This design comes from an exercise in tuning for small area, a short achievable clock period and few clock cycles per item on the open sky130 flow, not from production work. Power figures rest on the tool's default switching activity, not on a simulated workload.

## trial 41
==> flow/design.v <==
package if_fetch_pkg;
    localparam int unsigned INST_ADDR_W = 32;
    localparam int unsigned INST_W      = 32;
    typedef logic [INST_ADDR_W-1:0] inst_addr_bus_t;
    typedef logic [INST_W-1:0]      inst_bus_t;
    localparam inst_addr_bus_t RESET_PC_DEFAULT = 32'h0000_0000;
endpackage
module if_fetch_inc
#(
    parameter int unsigned W = 8
) (
    input  logic [W-1:0] a,
    output logic [W-1:0] y
);
    assign y = a + 1'b1;
endmodule
module if_fetch_pick
#(
    parameter int unsigned W = 8
) (
    input  logic [W-1:0] a,
    input  logic [W-1:0] b,
    input  logic [W-1:0] c,
    input  logic         sa,
    input  logic         sb,
    input  logic         sc,
    output logic [W-1:0] y
);
    assign y = ({W{sa}} & a) | ({W{sb}} & b) | ({W{sc}} & c);
endmodule
module if_fetch
#(
    parameter if_fetch_pkg::inst_addr_bus_t RESET_PC = if_fetch_pkg::RESET_PC_DEFAULT
) (
    input  logic           clk,
    input  logic           rst,
    input  logic           stall_in,
    input  logic           branch_flag_in,
    input  if_fetch_pkg::inst_addr_bus_t branch_target_in,
    input  logic           mem_busy_in,
    input  logic           get_inst_in,
    input  if_fetch_pkg::inst_addr_bus_t inst_pc_in,
    input  if_fetch_pkg::inst_bus_t      inst_in,
    output logic           if_req_out,
    output if_fetch_pkg::inst_addr_bus_t addr_if_out,
    output if_fetch_pkg::inst_addr_bus_t pc_out,
    output if_fetch_pkg::inst_bus_t      inst_out,
    output logic           inst_valid_out,
    output logic           if_stall_req_out
);
    localparam int unsigned BLK_W = 4;            
    localparam int unsigned LO    = 2 + BLK_W;    
    localparam int unsigned HI_W  = 32 - LO;
    logic [31:LO]   blk_q;        
    logic [LO-1:2]  fetch_lo_q;   
    logic [LO-1:2]  pc_lo_q;      
    logic [31:0]    inst_q;       
    logic           valid_q;
    logic           discard_q;    
    logic           cross_q;      
    logic           req_q;
    logic           ours_busy_c;  
    logic           hold_c;       
    logic           take_c;       
    logic           adv_c;        
    logic           cross_d;
    logic [31:LO]   blk_inc_c, blk_d;
    logic [LO-1:2]  lo_inc_c, lo_d;
    assign ours_busy_c = mem_busy_in && !get_inst_in && (inst_pc_in[1:0] == 2'b00);
    assign hold_c      = valid_q && stall_in;
    assign take_c      = get_inst_in && !discard_q && !hold_c;
    assign adv_c       = cross_q && !stall_in;
    assign cross_d     = !branch_flag_in &&
                         (cross_q ? stall_in : (take_c && (&fetch_lo_q)));
    if_fetch_inc #(.W(HI_W)) u_blk_inc (.a(blk_q), .y(blk_inc_c));
    if_fetch_inc #(.W(BLK_W)) u_lo_inc (.a(fetch_lo_q), .y(lo_inc_c));
    if_fetch_pick #(.W(HI_W)) u_blk_pick (
        .a  (branch_target_in[31:LO]), .sa (branch_flag_in),
        .b  (blk_inc_c),               .sb (!branch_flag_in && adv_c),
        .c  (blk_q),                   .sc (!branch_flag_in && !adv_c),
        .y  (blk_d)
    );
    if_fetch_pick #(.W(BLK_W)) u_lo_pick (
        .a  (branch_target_in[LO-1:2]), .sa (branch_flag_in),
        .b  (lo_inc_c),                 .sb (!branch_flag_in && take_c),
        .c  (fetch_lo_q),               .sc (!branch_flag_in && !take_c),
        .y  (lo_d)
    );
    always_ff @(posedge clk or posedge rst) begin
        if (rst) begin
            blk_q      <= RESET_PC[31:LO];
            fetch_lo_q <= RESET_PC[LO-1:2];
            valid_q    <= 1'b0;
            discard_q  <= 1'b0;
            cross_q    <= 1'b0;
            req_q      <= 1'b0;
        end else begin
            blk_q      <= blk_d;
            fetch_lo_q <= lo_d;
            cross_q    <= cross_d;
            req_q      <= !cross_d;
            valid_q    <= !branch_flag_in && (hold_c || (get_inst_in && !discard_q));
            discard_q  <= branch_flag_in ? ours_busy_c : (discard_q && !get_inst_in);
        end
    end
    always_ff @(posedge clk) begin
        if (!hold_c) begin
            pc_lo_q <= fetch_lo_q;
            inst_q  <= inst_in;
        end
    end
    assign if_req_out       = req_q;
    assign if_stall_req_out = req_q;
    assign addr_if_out      = {blk_q, fetch_lo_q, 2'b00};
    assign pc_out           = {blk_q, pc_lo_q, 2'b00};
    assign inst_out         = inst_q;
    assign inst_valid_out   = valid_q;
endmodule
export LEC_CHECK = 0
export CAP_MARGIN = 20
export CORE_MARGIN = 2
export CORE_UTILIZATION = 40
export SETUP_SLACK_MARGIN = 4.5
export SLEW_MARGIN = 20
create_clock -name core_clock -period 7.0 [get_ports {clk}]
standard.sh (not shown) runs the stock make flow with config.mk's settings and CLKGATE_MAP_FILE= SYNTH_SCRIPT=/design/flow/synth_recipe.tcl, a recipe that flattens the netlist after the stock synthesis.
==> flow/flow/run.sh <==
#!/bin/bash
set -euo pipefail
bash standard.sh \
  BUFFER_PORTS_ARGS="-buffer_cell sky130_fd_sc_hd__buf_1" \
  finish > standard_flow.log 2>&1
Inputs modified between trial 41 and trial 28:
==> flow/design.v <==
package if_fetch_pkg;
    localparam int unsigned INST_ADDR_W = 32;
    localparam int unsigned INST_W      = 32;
    typedef logic [INST_ADDR_W-1:0] inst_addr_bus_t;
    typedef logic [INST_W-1:0]      inst_bus_t;
    localparam inst_addr_bus_t RESET_PC_DEFAULT = 32'h0000_0000;
endpackage
module if_fetch
#(
    parameter if_fetch_pkg::inst_addr_bus_t RESET_PC = if_fetch_pkg::RESET_PC_DEFAULT
) (
    input  logic           clk,
    input  logic           rst,
    input  logic           stall_in,
    input  logic           branch_flag_in,
    input  if_fetch_pkg::inst_addr_bus_t branch_target_in,
    input  logic           mem_busy_in,
    input  logic           get_inst_in,
    input  if_fetch_pkg::inst_addr_bus_t inst_pc_in,
    input  if_fetch_pkg::inst_bus_t      inst_in,
    output logic           if_req_out,
    output if_fetch_pkg::inst_addr_bus_t addr_if_out,
    output if_fetch_pkg::inst_addr_bus_t pc_out,
    output if_fetch_pkg::inst_bus_t      inst_out,
    output logic           inst_valid_out,
    output logic           if_stall_req_out
);
    localparam int unsigned BLK_W = 4;            
    localparam int unsigned LO    = 2 + BLK_W;    
    logic [31:LO]   blk_q;        
    logic [LO-1:2]  fetch_lo_q;   
    logic [LO-1:2]  pc_lo_q;      
    logic [31:0]    inst_q;       
    logic           valid_q;
    logic           discard_q;    
    logic           cross_q;      
    logic           req_q;
    logic           init_c;       
    logic           ours_busy_c;  
    logic           hold_c;       
    logic           take_c;       
    logic           cross_d;
    assign init_c      = !req_q && !cross_q;
    assign ours_busy_c = mem_busy_in && !get_inst_in && (inst_pc_in[1:0] == 2'b00);
    assign hold_c      = valid_q && stall_in;
    assign take_c      = get_inst_in && !discard_q && !hold_c;
    assign cross_d     = !branch_flag_in &&
                         (cross_q ? stall_in : (take_c && (&fetch_lo_q)));
    always_ff @(posedge clk or posedge rst) begin
        if (rst) begin
            valid_q    <= 1'b0;
            discard_q  <= 1'b0;
            cross_q    <= 1'b0;
            req_q      <= 1'b0;
        end else begin
            cross_q    <= cross_d;
            req_q      <= !cross_d;
            valid_q    <= !branch_flag_in && (hold_c || (get_inst_in && !discard_q));
            discard_q  <= branch_flag_in ? ours_busy_c : (discard_q && !get_inst_in);
        end
    end
    always_ff @(posedge clk) begin
        if (branch_flag_in) begin
            blk_q      <= branch_target_in[31:LO];
            fetch_lo_q <= branch_target_in[LO-1:2];
        end else if (init_c) begin
            blk_q      <= RESET_PC[31:LO];
            fetch_lo_q <= RESET_PC[LO-1:2];
        end else begin
            blk_q      <= blk_q + {{(31-LO){1'b0}}, cross_q && !stall_in};
            fetch_lo_q <= fetch_lo_q + {{(BLK_W-1){1'b0}}, take_c};
        end
    end
    always_ff @(posedge clk) begin
        if (!hold_c) begin
            pc_lo_q <= fetch_lo_q;
            inst_q  <= inst_in;
        end
    end
    assign if_req_out       = req_q;
    assign if_stall_req_out = req_q;
    assign addr_if_out      = {blk_q, fetch_lo_q, 2'b00};
    assign pc_out           = {blk_q, pc_lo_q, 2'b00};
    assign inst_out         = inst_q;
    assign inst_valid_out   = valid_q;
endmodule
--- outcome ---
Every stage of the flow completed for trial 28, and the final layout passed the timing, design-rule and antenna checks. Side by side, area of placed instances turned out lower in trial 28 than in trial 41. Trial 28 against trial 41: layout clock buffer count fell 1; fraction of the mapped netlist area in simple logic gates increased by 1.6 points relative to the old numbers. Diff trial 41 -> trial 28: clock skew held steady, cell count along the critical path grew by 1. Going from trial 41 to trial 28, wire length on met2 moved up, leakage power moved up, setup slack moved down, x dimension of the die moved down. Looking at worst hold slack, trial 28 sits 0.044 ns below trial 41. Worst stage delay on the critical path of trial 41 is on par with trial 28. Trial 28 ended up with more standard cells than trial 41. Compared to trial 41, the router laid down less metal wire for trial 28. In trial 28, all-layer global routing usage is higher than in trial 41.
No functional check of the RTL was part of any run of this note.

what the ideal ports hide:
The results above use ideal ports. As a check the final layouts listed here were re-extracted and re-timed, cells and wires unchanged. Step 1 assumes that a clkbuf_16 drives the clock port and a buf_2 every other input. Step 2, shift: input delay + t, output delay - t, t = (earliest + latest rising clock arrival at the registers) / 2. This alone moves slack from input paths to output paths. a / b / c = ideal / step 1 / step 2; a / b = the first two.
run	shift t [ns]	setup slack, ns	hold WS [ns]	clock arrival spread, ns	slew at the worst register clock pin (ns)
trial 41	0.360	4.415 / 4.404 / 4.044	0.542 / 0.542 / 0.542	0.016 / 0.016	0.08 / 0.08
trial 28	0.357	4.328 / 4.315 / 3.958	0.498 / 0.498 / 0.498	0.009 / 0.008	0.08 / 0.08
After both steps every run listed still meets setup and hold. For trial 41, which loses most, drivers alone change the setup slack by -0.011 ns; drivers and shift together by -0.371 ns.
